This is an optimization exercise on Yosys and OpenROAD, whose aim is small area, not a production implementation.
Power figures rest on the tool's default switching activity, not on a simulated workload.

Setup of job 9137:
==> flow/design.v <==
module envelope_bank #(
  parameter int VOICES     = 8,
  parameter int OUT_WIDTH  = 16,
  parameter int FRAC_WIDTH = 8,
  parameter int TICK_DIV   = 1042,
  parameter int LEGATO     = 1,
  localparam int ACC_WIDTH = OUT_WIDTH + FRAC_WIDTH
) (
  input  logic                          clock_50_000_000,
  input  logic                          reset_l,
  input  logic [VOICES-1:0]             note_on,
  input  logic [VOICES-1:0]             note_off,
  input  logic [ACC_WIDTH-1:0]          attack_rate,
  input  logic [ACC_WIDTH-1:0]          decay_rate,
  input  logic [ACC_WIDTH-1:0]          release_rate,
  input  logic [OUT_WIDTH-1:0]          sustain_level,
  output logic [VOICES*OUT_WIDTH-1:0]   envelope,
  output logic [VOICES-1:0]             envelope_end,
  output logic [VOICES-1:0]             active
);
  localparam int CNT_W = 11;
  localparam logic [CNT_W-1:0] CNT_WRAP  = CNT_W'((1 << CNT_W) - TICK_DIV);
  localparam logic [CNT_W-1:0] SW_BASE   = CNT_W'((1 << CNT_W) - 16);
  localparam logic [CNT_W-1:0] CNT_RESET = CNT_W'((1 << CNT_W) - 16 - TICK_DIV);
  localparam logic [2:0] ST_IDLE    = 3'b000;
  localparam logic [2:0] ST_ATTACK  = 3'b001;
  localparam logic [2:0] ST_DECAY   = 3'b011;
  localparam logic [2:0] ST_SUSTAIN = 3'b111;
  localparam logic [2:0] ST_RELEASE = 3'b101;
  localparam logic [2:0] ST_ENDED   = 3'b100;   
  localparam logic [ACC_WIDTH-1:0] ACC_ONES = '1;
  logic [2:0]           state_q [8];
  logic [OUT_WIDTH-1:0] acc_q   [8];
  logic [CNT_W-1:0]     cnt_q;
  wire sweep = (cnt_q[CNT_W-1:3] == SW_BASE[CNT_W-1:3]);
  wire [2:0] idx = cnt_q[2:0];
  logic [CNT_W-1:0] cnt_t;
  assign cnt_t[0] = 1'b1;
  for (genvar i = 1; i < CNT_W; i++) begin : g_inc
    assign cnt_t[i] = cnt_t[i-1] & cnt_q[i-1];
  end
  always_ff @(posedge clock_50_000_000 or negedge reset_l) begin
    if (!reset_l) cnt_q <= CNT_RESET;
    else if (&cnt_q) cnt_q <= CNT_WRAP;
    else cnt_q <= cnt_q ^ cnt_t;
  end
  logic [2:0]           s;
  logic [ACC_WIDTH-1:0] a;
  assign s = state_q[idx];
  logic [OUT_WIDTH-1:0]  ai;
  logic [FRAC_WIDTH-1:0] frac_q [8];    
  assign ai = acc_q[idx];
  assign a  = {ai, frac_q[7]};
  wire is_att = s[0] & !s[1] & !s[2];
  wire is_dec = s[1] & !s[2];
  wire is_rel = s[2] & !s[1] & s[0];
  wire is_sus = s[2] & s[1];
  logic [ACC_WIDTH-1:0] r;
  always_comb begin
    if (is_att)      r = attack_rate;
    else if (is_dec) r = decay_rate;
    else             r = release_rate;
  end
  wire rz = (r == '0);
  wire sub = !is_att;
  wire [ACC_WIDTH-1:0] b = sub ? ~r : r;
  wire [ACC_WIDTH-1:0] p = a ^ b;
  logic [ACC_WIDTH:0]  cy;
  logic [ACC_WIDTH:0]  sum;
  assign cy[0] = sub;
  for (genvar i = 0; i < ACC_WIDTH; i++) begin : g_add
    assign sum[i]   = p[i] ^ cy[i];
    assign cy[i+1]  = (a[i] & b[i]) | (p[i] & cy[i]);
  end
  assign sum[ACC_WIDTH] = cy[ACC_WIDTH];
  wire cout = cy[ACC_WIDTH];
  wire eq = &p;
  wire [ACC_WIDTH-1:0] sus_floor = {sustain_level, {FRAC_WIDTH{1'b0}}};
  logic [ACC_WIDTH:0] le;
  assign le[FRAC_WIDTH] = ~|sum[FRAC_WIDTH-1:0];
  for (genvar i = FRAC_WIDTH; i < ACC_WIDTH; i++) begin : g_cmp
    assign le[i+1] = (~sum[i] & sus_floor[i]) | (~(sum[i] ^ sus_floor[i]) & le[i]);
  end
  wire below = le[ACC_WIDTH];
  wire att_done = rz | cout | eq;
  wire dec_done = rz | !cout | below;
  wire rel_done = rz | !cout | eq;
  wire is_ri    = !s[1] & (s[2] | !s[0]);
  wire done     = is_att ? att_done : is_dec ? dec_done : is_sus ? 1'b1 : rel_done;
  wire sel_sum  = !done;
  wire sel_ones = is_att & att_done;
  wire sel_sf   = (is_dec & dec_done) | is_sus;
  logic [2:0]           ns;
  logic [ACC_WIDTH-1:0] na;
  assign na = ({ACC_WIDTH{sel_sum}} & sum[ACC_WIDTH-1:0]) | ({ACC_WIDTH{sel_sf}} & sus_floor) |
              {ACC_WIDTH{sel_ones}};
  always_comb begin
    ns = s;
    if (is_att & att_done)      ns = ST_DECAY;
    else if (is_dec & dec_done) ns = ST_SUSTAIN;
    else if (is_rel & rel_done) ns = ST_ENDED;
    else if (is_ri & rel_done)  ns = ST_IDLE;
  end
  logic [7:0] we;
  for (genvar v = 0; v < 8; v++) begin : g_voice
    wire on_v  = note_on[v];
    wire [2:0] sv = state_q[v];
    wire off_v = note_off[v] & (sv[0] & (sv[1] | !sv[2]));
    assign we[v] = sweep & (idx == 3'(v)) & !on_v & !off_v;
    always_ff @(posedge clock_50_000_000 or negedge reset_l) begin
      if (!reset_l) begin
        state_q[v] <= ST_IDLE;
        acc_q[v]   <= '0;
      end else begin
        if (on_v)       state_q[v] <= ST_ATTACK;
        else if (off_v) state_q[v] <= ST_RELEASE;
        else if (we[v]) state_q[v] <= ns;
        if (we[v]) acc_q[v] <= na[ACC_WIDTH-1:FRAC_WIDTH];
      end
    end
    assign envelope[v*OUT_WIDTH +: OUT_WIDTH] = acc_q[v];
    assign active[v] = state_q[v][0];
    assign envelope_end[v] = state_q[v][2] & !state_q[v][0] & (cnt_q == SW_BASE + CNT_W'(v + 1));
  end
  wire park = (cnt_q[CNT_W-1:6] == 5'b11111) & (cnt_q[5:0] < 6'd42);
  wire ring_clr = (cnt_q < CNT_WRAP);
  always_ff @(posedge clock_50_000_000) begin
    for (int j = 1; j < 7; j++) frac_q[j] <= frac_q[j-1];
    if (!park) frac_q[7] <= frac_q[6];
    if (ring_clr)   frac_q[0] <= '0;
    else if (park)  frac_q[0] <= frac_q[6];
    else if (|we)   frac_q[0] <= na[FRAC_WIDTH-1:0];
    else            frac_q[0] <= frac_q[7];
  end
endmodule
==> flow/config.mk <==
export PLATFORM = sky130hd
export DESIGN_NAME = envelope_bank
export DESIGN_NICKNAME = envelope_bank
export VERILOG_FILES = /design/flow/design.v
export SDC_FILE = /design/flow/constraint.sdc
export NUM_CORES = 4
export LEC_CHECK = 0
export CAP_MARGIN = 20
export CORE_MARGIN = 2
export CORE_UTILIZATION = 65
export SLEW_MARGIN = 20
==> flow/constraint.sdc <==
create_clock -name core_clock -period 20.0 [get_ports {clock_50_000_000}]
set_input_delay 4.0000 -clock core_clock [delete_from_list [all_inputs] [get_ports {clock_50_000_000}]]
set_output_delay 4.0000 -clock core_clock [all_outputs]
set_load 0.01 [all_outputs]
standard.sh (not shown) runs the stock make flow with config.mk's settings and CLKGATE_MAP_FILE= SYNTH_SCRIPT=/design/flow/synth_recipe.tcl, a recipe that flattens the netlist after the stock synthesis.
==> flow/flow/run.sh <==
#!/bin/bash
# Own layout flow: the standard synthesis, then an area re-mapping of its
# combinational logic (flip-flops untouched), then the standard layout steps with
# small port buffers and a clock tree of small clusters without dummy loads.
set -euo pipefail
W=$PWD
R=$W/orfs/results/$FLOW_PLATFORM/envelope_bank/base
YOSYS=$(command -v yosys || echo "$FLOW_HOME/../tools/install/yosys/bin/yosys")

bash standard.sh synth > $W/log_1_standard_synth.log 2>&1
cp $R/1_2_yosys.v $W/standard_synth.v

# Re-map with a few ABC seeds in parallel; keep the smallest result.
DONT_USE=$(sed -n '/^export DONT_USE_CELLS/,/^$/p' $FLOW_HOME/platforms/$FLOW_PLATFORM/config.mk | grep -o 'sky130_fd_sc_hd__[a-z0-9_]*' | tr '\n' ' ')
run_remap() {
  local s=$1
  sed "s/@SEED@/$s/" $W/flow/remap_$(( s % 2 )).abc.in > $W/remap_$s.abc
  REMAP_LIB=$FLOW_HOME/platforms/$FLOW_PLATFORM/lib/sky130_fd_sc_hd__tt_025C_1v80.lib \
  REMAP_IN=$W/standard_synth.v REMAP_OUT=$W/remapped_$s.v REMAP_TOP=$FLOW_TOP \
  REMAP_ABC=$W/remap_$s.abc REMAP_DONT_USE="$DONT_USE" \
    $YOSYS -c $W/flow/remap.tcl > $W/log_2_remap_$s.log 2>&1 || return 0
  REMAP_LIB=$FLOW_HOME/platforms/$FLOW_PLATFORM/lib/sky130_fd_sc_hd__tt_025C_1v80.lib \
  REMAP_TOP=$FLOW_TOP EQ_GOLD=$W/standard_synth.v EQ_GATE=$W/remapped_$s.v \
    $YOSYS -c $W/flow/eqcheck.tcl > $W/log_2_eqcheck_$s.log 2>&1 && touch $W/remapped_$s.ok || true
}
for s in 1 2 3 4; do run_remap $s & done
wait
for s in 5 6 7 8; do run_remap $s & done
wait
best=$(for s in 1 2 3 4 5 6 7 8; do
  [[ -f $W/remapped_$s.ok ]] || continue
  a=$(grep "Chip area" $W/remapped_$s.v.stat 2>/dev/null | awk '{print $NF}')
  [[ -n "$a" ]] && echo "$a $s"
done | sort -g | head -1 | awk '{print $2}')
if [[ -n "$best" ]]; then
  echo "picked seed $best" > $W/log_2_remap_pick.log
  cp $W/remapped_$best.v $R/1_2_yosys.v
  rm -f $R/1_synth.odb $R/1_synth.sdc
else
  echo "no re-mapped netlist passed; keeping the standard synthesis" > $W/log_2_remap_pick.log
fi

bash standard.sh \
  "BUFFER_PORTS_ARGS=-buffer_cell sky130_fd_sc_hd__buf_1" \
  "CTS_ARGS=-sink_clustering_enable -repair_clock_nets -dont_use_dummy_load -buf_list sky130_fd_sc_hd__clkbuf_8 -sink_clustering_size 15 -sink_clustering_max_diameter 80" \
  finish > $W/log_3_layout.log 2>&1
Other scripts of this flow, unchanged in this note and not shown: flow/flow/eqcheck.tcl, flow/flow/remap.tcl, flow/flow/remap_0.abc.in, flow/flow/remap_1.abc.in
Edits applied to the flow inputs when going from job 9137 to job 679:
Settings: changing CORE_UTILIZATION from 65 to 55; changing SLEW_MARGIN from 20 to 0; changing CAP_MARGIN from 20 to 0.
### Flow results
- Diff job 9137 -> job 679: number of instances on the worst hold path shows no meaningful change; met1 routed wirelength after detailed routing shows an increase of about 13%; power shows an increase of 0.72%; final wirelength shows an increase of about 5.5%.
## Diff of input files: job 6365 against job 679
Settings: CAP_MARGIN now 20, was 0; SLEW_MARGIN now 20, was 0.
==> run summary <==
- Diff job 679..job 6365 | fraction of power consumed by combinational cells | negligible
- Job 6365 against job 679: total number of vias comparable, worst hold slack comparable, area added between synthesis and finish comparable, routed length per instance comparable, cell-internal power comparable.
- Any difference in design area between job 679 and job 6365 is small enough to ignore.
Function was not checked in any run of this note: the RTL went through the layout flow alone.

==> static timing again, ports no longer ideal <==
The results above use ideal ports. As a check the final layouts listed here were re-extracted and re-timed, cells and wires unchanged. Step 1: set_driving_cell puts a clkbuf_16 on clock_50_000_000 and a buf_2 on each other input, an assumption about the parent block. Step 2 adds t to the input delays and takes it off the output delays; t is the mean of the earliest and latest rising clock arrival at the registers after step 1. Input paths then give back, and output paths get back, about the clock's delay inside the block. Slacks: ideal / step 1 / step 2; pairs: ideal / step 1.
| run | t (ns) | setup WS [ns] | worst hold slack (ns) | worst data-port slew with drivers (ns) |
|---|---|---|---|---|
| job 9137 | 0.546 | 6.865 / 6.881 / 6.335 | 0.321 / 0.321 / 0.321 | 0.09 |
| job 679 | 0.541 | 6.779 / 6.787 / 6.246 | 0.298 / 0.298 / 0.298 | 0.07 |
| job 6365 | 0.542 | 6.776 / 6.786 / 6.244 | 0.301 / 0.301 / 0.301 | 0.07 |
After both steps setup and hold are still met in every run listed. For job 679, which loses most, drivers alone change the setup slack by +0.008 ns; drivers and shift together by -0.533 ns.
